This is an optimization exercise on Yosys and OpenROAD, whose aim is small area, a short achievable clock period and few clock cycles per item, not a production implementation.
Power figures rest on the tool's default switching activity, not on a simulated workload.

==> inputs of raven <==
Design joystick_mouse_button_qualifier_unit, start of the top module:
module joystick_mouse_button_qualifier_unit (
    input  logic                                i_clk,
    input  logic                                i_rst_n,
    input  logic                                s_axis_tvalid,
    output logic                                s_axis_tready,
    input  logic [jmbq_pkg::IN_TDATA_W-1:0]     s_axis_tdata,
    output logic                                m_axis_tvalid,
    input  logic                                m_axis_tready,
    output logic [jmbq_pkg::OUT_TDATA_W-1:0]    m_axis_tdata,
    input  logic                                i_cfg_we,
    input  logic [jmbq_pkg::CFG_IDX_W-1:0]      i_cfg_idx,
    input  logic [jmbq_pkg::CFG_DATA_W-1:0]     i_cfg_wdata
);
    localparam int NB = jmbq_pkg::NUM_BTN;
    localparam int TW = jmbq_pkg::TIME_W;
    localparam int SW = jmbq_pkg::SAMPLE_W;
    localparam int KW = jmbq_pkg::KEYS_W;
  ...
clock: 10.0 ns
lec_check: 0
cap_margin: 20
core_margin: 2
core_utilization: 40
cts_cluster_diameter: 132
cts_cluster_size: 24
slew_margin: 20
standard.sh (not shown) runs the stock make flow with config.mk's settings and CLKGATE_MAP_FILE= SYNTH_SCRIPT=/design/flow/synth_recipe.tcl, a recipe that flattens the netlist after the stock synthesis.
==> flow/flow/run.sh <==
#!/bin/bash
# Standard synthesis and layout (the standard.sh, unchanged scripts); the
# differences from the standard flow's own layout are a larger setup slack margin for
# ORFS's repair_timing steps, so that repair keeps improving paths past the
# point where they meet the (unchanged) 10 ns constraint, and a plain buffer
# (sky130_fd_sc_hd__buf_2) as the cell that buffers every port.
set -euo pipefail
cd "$(dirname "$0")/.."
MARGIN=$(cat flow/margin.txt)
bash standard.sh synth > synth_make.log 2>&1
bash standard.sh SETUP_SLACK_MARGIN=$MARGIN "BUFFER_PORTS_ARGS=-buffer_cell sky130_fd_sc_hd__buf_2" finish > layout_make.log 2>&1
==> flow/flow/margin.txt <==
6.6
==> willow (differences from raven) <==
--- a/flow/design.v
+++ b/flow/design.v
@@ -62,13 +62,13 @@
     localparam int SW = jmbq_pkg::SAMPLE_W;
     localparam int KW = jmbq_pkg::KEYS_W;
     localparam int PW = jmbq_pkg::SPEED_W;
     localparam int DW = jmbq_pkg::DZ_W;
     localparam int HW = jmbq_pkg::MS_W;
     localparam int AW = 19;
-    localparam int MW = 26;
+    localparam int MW = 32;
     localparam int BRW = 10;
     logic [SW-1:0] r_center_x, r_center_y;
     logic [DW-1:0] r_deadzone;
     logic [PW-1:0] r_top_speed;
     logic [HW-1:0] r_debounce_ms, r_long_press_ms;
     always_ff @(posedge i_clk) begin
@@ -202,52 +202,62 @@
     end
     always_ff @(posedge i_clk) begin
         r_div      <= 12'd2048 - {1'b0, r_deadzone};
         r_booth_x  <= w_booth;
         r_booth_yn <= ~w_booth;
     end
-    function automatic logic [AW-1:0] f_zone(input logic [SW-1:0] s, input logic [SW-1:0] c,
-                                             input logic [DW-1:0] dz, input logic [SW-1:0] dv);
-        logic [SW+1:0] ea, eb, ea1, eb1;
-        logic          neg, zero, big;
+    logic [SW:0] w_dx, w_dy;
+    assign w_dx = {1'b0, s_axis_tdata[jmbq_pkg::IN_SX_LSB +: SW]} - {1'b0, r_center_x};
+    assign w_dy = {1'b0, s_axis_tdata[jmbq_pkg::IN_SY_LSB +: SW]} - {1'b0, r_center_y};
+    function automatic logic [AW-1:0] f_zone(input logic [SW:0] d, input logic [DW-1:0] dz,
+                                             input logic [SW-1:0] dv);
+        logic [SW-1:0] mag;
+        logic [SW:0]   e;
         logic [SW-1:0] m;
-        ea  = {2'b0, s} - {2'b0, c} - {3'b0, dz};
-        eb  = {2'b0, c} - {2'b0, s} - {3'b0, dz};
-        ea1 = {2'b0, s} + ~{2'b0, c} + ~{3'b0, dz} + 14'd1;
-        eb1 = {2'b0, c} + ~{2'b0, s} + ~{3'b0, dz} + 14'd1;
-        neg = s < c;
-        big = neg ? (c[SW-1] && !s[SW-1] && (c[SW-2:0] >= s[SW-2:0]))
-                  : (s[SW-1] && !c[SW-1] && (s[SW-2:0] >= c[SW-2:0]));
-        zero = neg ? eb1[SW+1] : ea1[SW+1];
-        if (big)        m = dv;
-        else if (zero)  m = '0;
-        else if (neg)   m = eb[SW-1:0];
-        else            m = ea[SW-1:0];
-        f_zone = {!neg, 6'b0, m};
+        mag = d[SW] ? SW'(-d) : d[SW-1:0];
+        e   = {1'b0, mag} - {2'b0, dz};
+        if (mag[SW-1])               m = dv;
+        else if (e[SW] || e == '0)   m = '0;
+        else                         m = e[SW-1:0];
+        f_zone = {!d[SW], 6'b0, m};
     endfunction
     function automatic logic [MW-1:0] f_mul(input logic [AW-1:0] a, input logic [11:0] bd);
         logic [17:0] row [4];
         logic [13:0] m;
         logic [17:0] ext, s1, c1, s2, c2;
-        logic [12:0] lo;
+        logic [6:0]  lo;
         for (int i = 0; i < 4; i++) begin
             m = bd[3*i] ? {2'b0, a[SW-1:0]} : bd[3*i+1] ? {1'b0, a[SW-1:0], 1'b0} : 14'd0;
             if (bd[3*i+2]) m = ~m;
             ext = {{4{m[13]}}, m};
             row[i] = ext << (2 * i);
             if (i > 0) row[i][2*i-2] = bd[3*(i-1)+2];
         end
         s1 = row[0] ^ row[1] ^ row[2];
         c1 = ((row[0] & row[1]) | (row[0] & row[2]) | (row[1] & row[2])) << 1;
         s2 = s1 ^ c1 ^ row[3];
         c2 = ((s1 & c1) | (s1 & row[3]) | (c1 & row[3])) << 1;
-        lo = {1'b0, s2[11:0]} + {1'b0, c2[11:0]};
-        f_mul = {a[AW-1], s2[17:12], c2[17:12], lo};
+        lo = {1'b0, s2[5:0]} + {1'b0, c2[5:0]};
+        f_mul = {a[AW-1], s2[17:6], c2[17:6], lo};
     endfunction
-    function automatic logic [AW-1:0] f_sum(input logic [MW-1:0] a);
-        f_sum = {a[MW-1], a[24:19] + a[18:13] + {5'd0, a[12]}, a[11:0]};
+    function automatic logic [AW-1:0] f_div_first(input logic [MW-1:0] a,
+                                                  input logic [DW-1:0] dz);
+        logic [SW-1:0] sh, ch, nd, xs, xc;
+        logic [SW:0]   tt;
+        logic [SW+1:0] x;
+        logic          cin, ge;
+        sh  = a[30:19];
+        ch  = a[18:7];
+        cin = a[6];
+        nd  = {1'b1, dz};
+        tt  = {1'b0, sh} + {1'b0, ch} + {12'd0, cin};
+        xs  = sh ^ ch ^ nd;
+        xc  = (sh & ch) | (sh & nd) | (ch & nd);
+        x   = {2'b0, xs} + {1'b0, xc, 1'b0} + {13'd0, cin};
+        ge  = tt[SW] ? x[SW+1] : (x[SW+1] | x[SW]);
+        f_div_first = {a[MW-1], ge ? x[10:0] : tt[10:0], a[5:0], ge};
     endfunction
     function automatic logic [AW-1:0] f_div(input logic [AW-1:0] a, input logic [DW-1:0] dz);
         logic [SW-1:0] t;
         logic [SW:0]   s;
         t = a[17:6];
         s = {1'b0, t} + {2'b01, dz};
@@ -257,27 +267,27 @@
     logic           r_vs [1:NST-1];
     logic [BRW-1:0] r_bs [1:NST-1];
     logic [AW-1:0]  r_xs [1:NST-1];
     logic [AW-1:0]  r_ys [1:NST-1];
     logic [AW-1:0]  w_xs [1:NST-1];
     logic [AW-1:0]  w_ys [1:NST-1];
-    logic [SW-1:0]  r_sx, r_sy;
+    logic [SW:0]    r_dx, r_dy;
     always_ff @(posedge i_clk) begin
         if (r_en) begin
-            r_sx <= s_axis_tdata[jmbq_pkg::IN_SX_LSB +: SW];
-            r_sy <= s_axis_tdata[jmbq_pkg::IN_SY_LSB +: SW];
+            r_dx <= w_dx;
+            r_dy <= w_dy;
         end
     end
     logic [MW-1:0]  r_mx, r_my;
     always_comb begin
-        w_xs[1] = f_zone(r_sx, r_center_x, r_deadzone, r_div);
-        w_ys[1] = f_zone(r_sy, r_center_y, r_deadzone, r_div);
+        w_xs[1] = f_zone(r_dx, r_deadzone, r_div);
+        w_ys[1] = f_zone(r_dy, r_deadzone, r_div);
         w_xs[2] = '0;
         w_ys[2] = '0;
-        w_xs[3] = f_div(f_sum(r_mx), r_deadzone);
-        w_ys[3] = f_div(f_sum(r_my), r_deadzone);
+        w_xs[3] = f_div_first(r_mx, r_deadzone);
+        w_ys[3] = f_div_first(r_my, r_deadzone);
         for (int k = 4; k < NST; k++) begin
             w_xs[k] = f_div(r_xs[k-1], r_deadzone);
             w_ys[k] = f_div(r_ys[k-1], r_deadzone);
         end
     end
     always_ff @(posedge i_clk) begin
==> flow/flow/run.sh (replaced) <==
#!/bin/bash
# Standard synthesis and layout (the standard.sh, unchanged scripts); the
# only difference from the standard flow's own layout is a larger setup slack margin for
# ORFS's repair_timing steps, so that repair keeps improving paths past the
# point where they meet the (unchanged) 10 ns constraint.
set -euo pipefail
cd "$(dirname "$0")/.."
MARGIN=$(cat flow/margin.txt)
bash standard.sh synth > synth_make.log 2>&1
bash standard.sh SETUP_SLACK_MARGIN=$MARGIN finish > layout_make.log 2>&1
==> flow/flow/margin.txt (replaced) <==
6.55
CTS_CLUSTER_DIAMETER = default   (was 132)
CTS_CLUSTER_SIZE = default   (was 24)
==> notes.md <==
* Outcome: complete, no violations
* Clk pwr share at 0.163
* Synthesized area at between 0.05 and 0.06 mm2
* Reg power frac at 0.425
* Most frequent CP cell: buf_4
* Clock buf count at 70
* Synth Area in Compound Gates at 0.110
-- figures above: raven

==> notes.md <==
* Outcome: complete, no violations
* Synthesized area at approximately 0.05 mm2
* Reg power frac at 0.359
* Clock buf count at between 100 and 150
* Synth Area in Compound Gates at 0.0990
-- figures above: willow

No functional check of the RTL was part of any run of this note.

[what the ideal ports hide]
The results above use ideal ports. As a check the final layouts listed here were re-extracted and re-timed, cells and wires unchanged.
Step 1 sets driving cells, clkbuf_16 on the clock port and buf_2 on the other inputs (assumed; they add their load-dependent delay and slew).
Step 2, shift: input delay + t, output delay - t, t = (earliest + latest rising clock arrival at the registers) / 2. This alone moves slack from input paths to output paths.
Slacks: ideal / step 1 / step 2; pairs: ideal / step 1.
| run | shift t [ns] | slack for setup (ns) | worst setup path after step 2 | clock arrival spread, ns |
|---|---|---|---|---|
| raven | 0.710 | 6.523 / 6.523 / 6.173 | input to register | 0.051 / 0.051 |
| willow | 0.748 | 6.308 / 6.308 / 5.872 | input to register | 0.036 / 0.036 |
After both steps every run listed still meets setup and hold. For willow, which loses most, drivers alone change the setup slack by 0.000 ns; drivers and shift together by -0.436 ns.
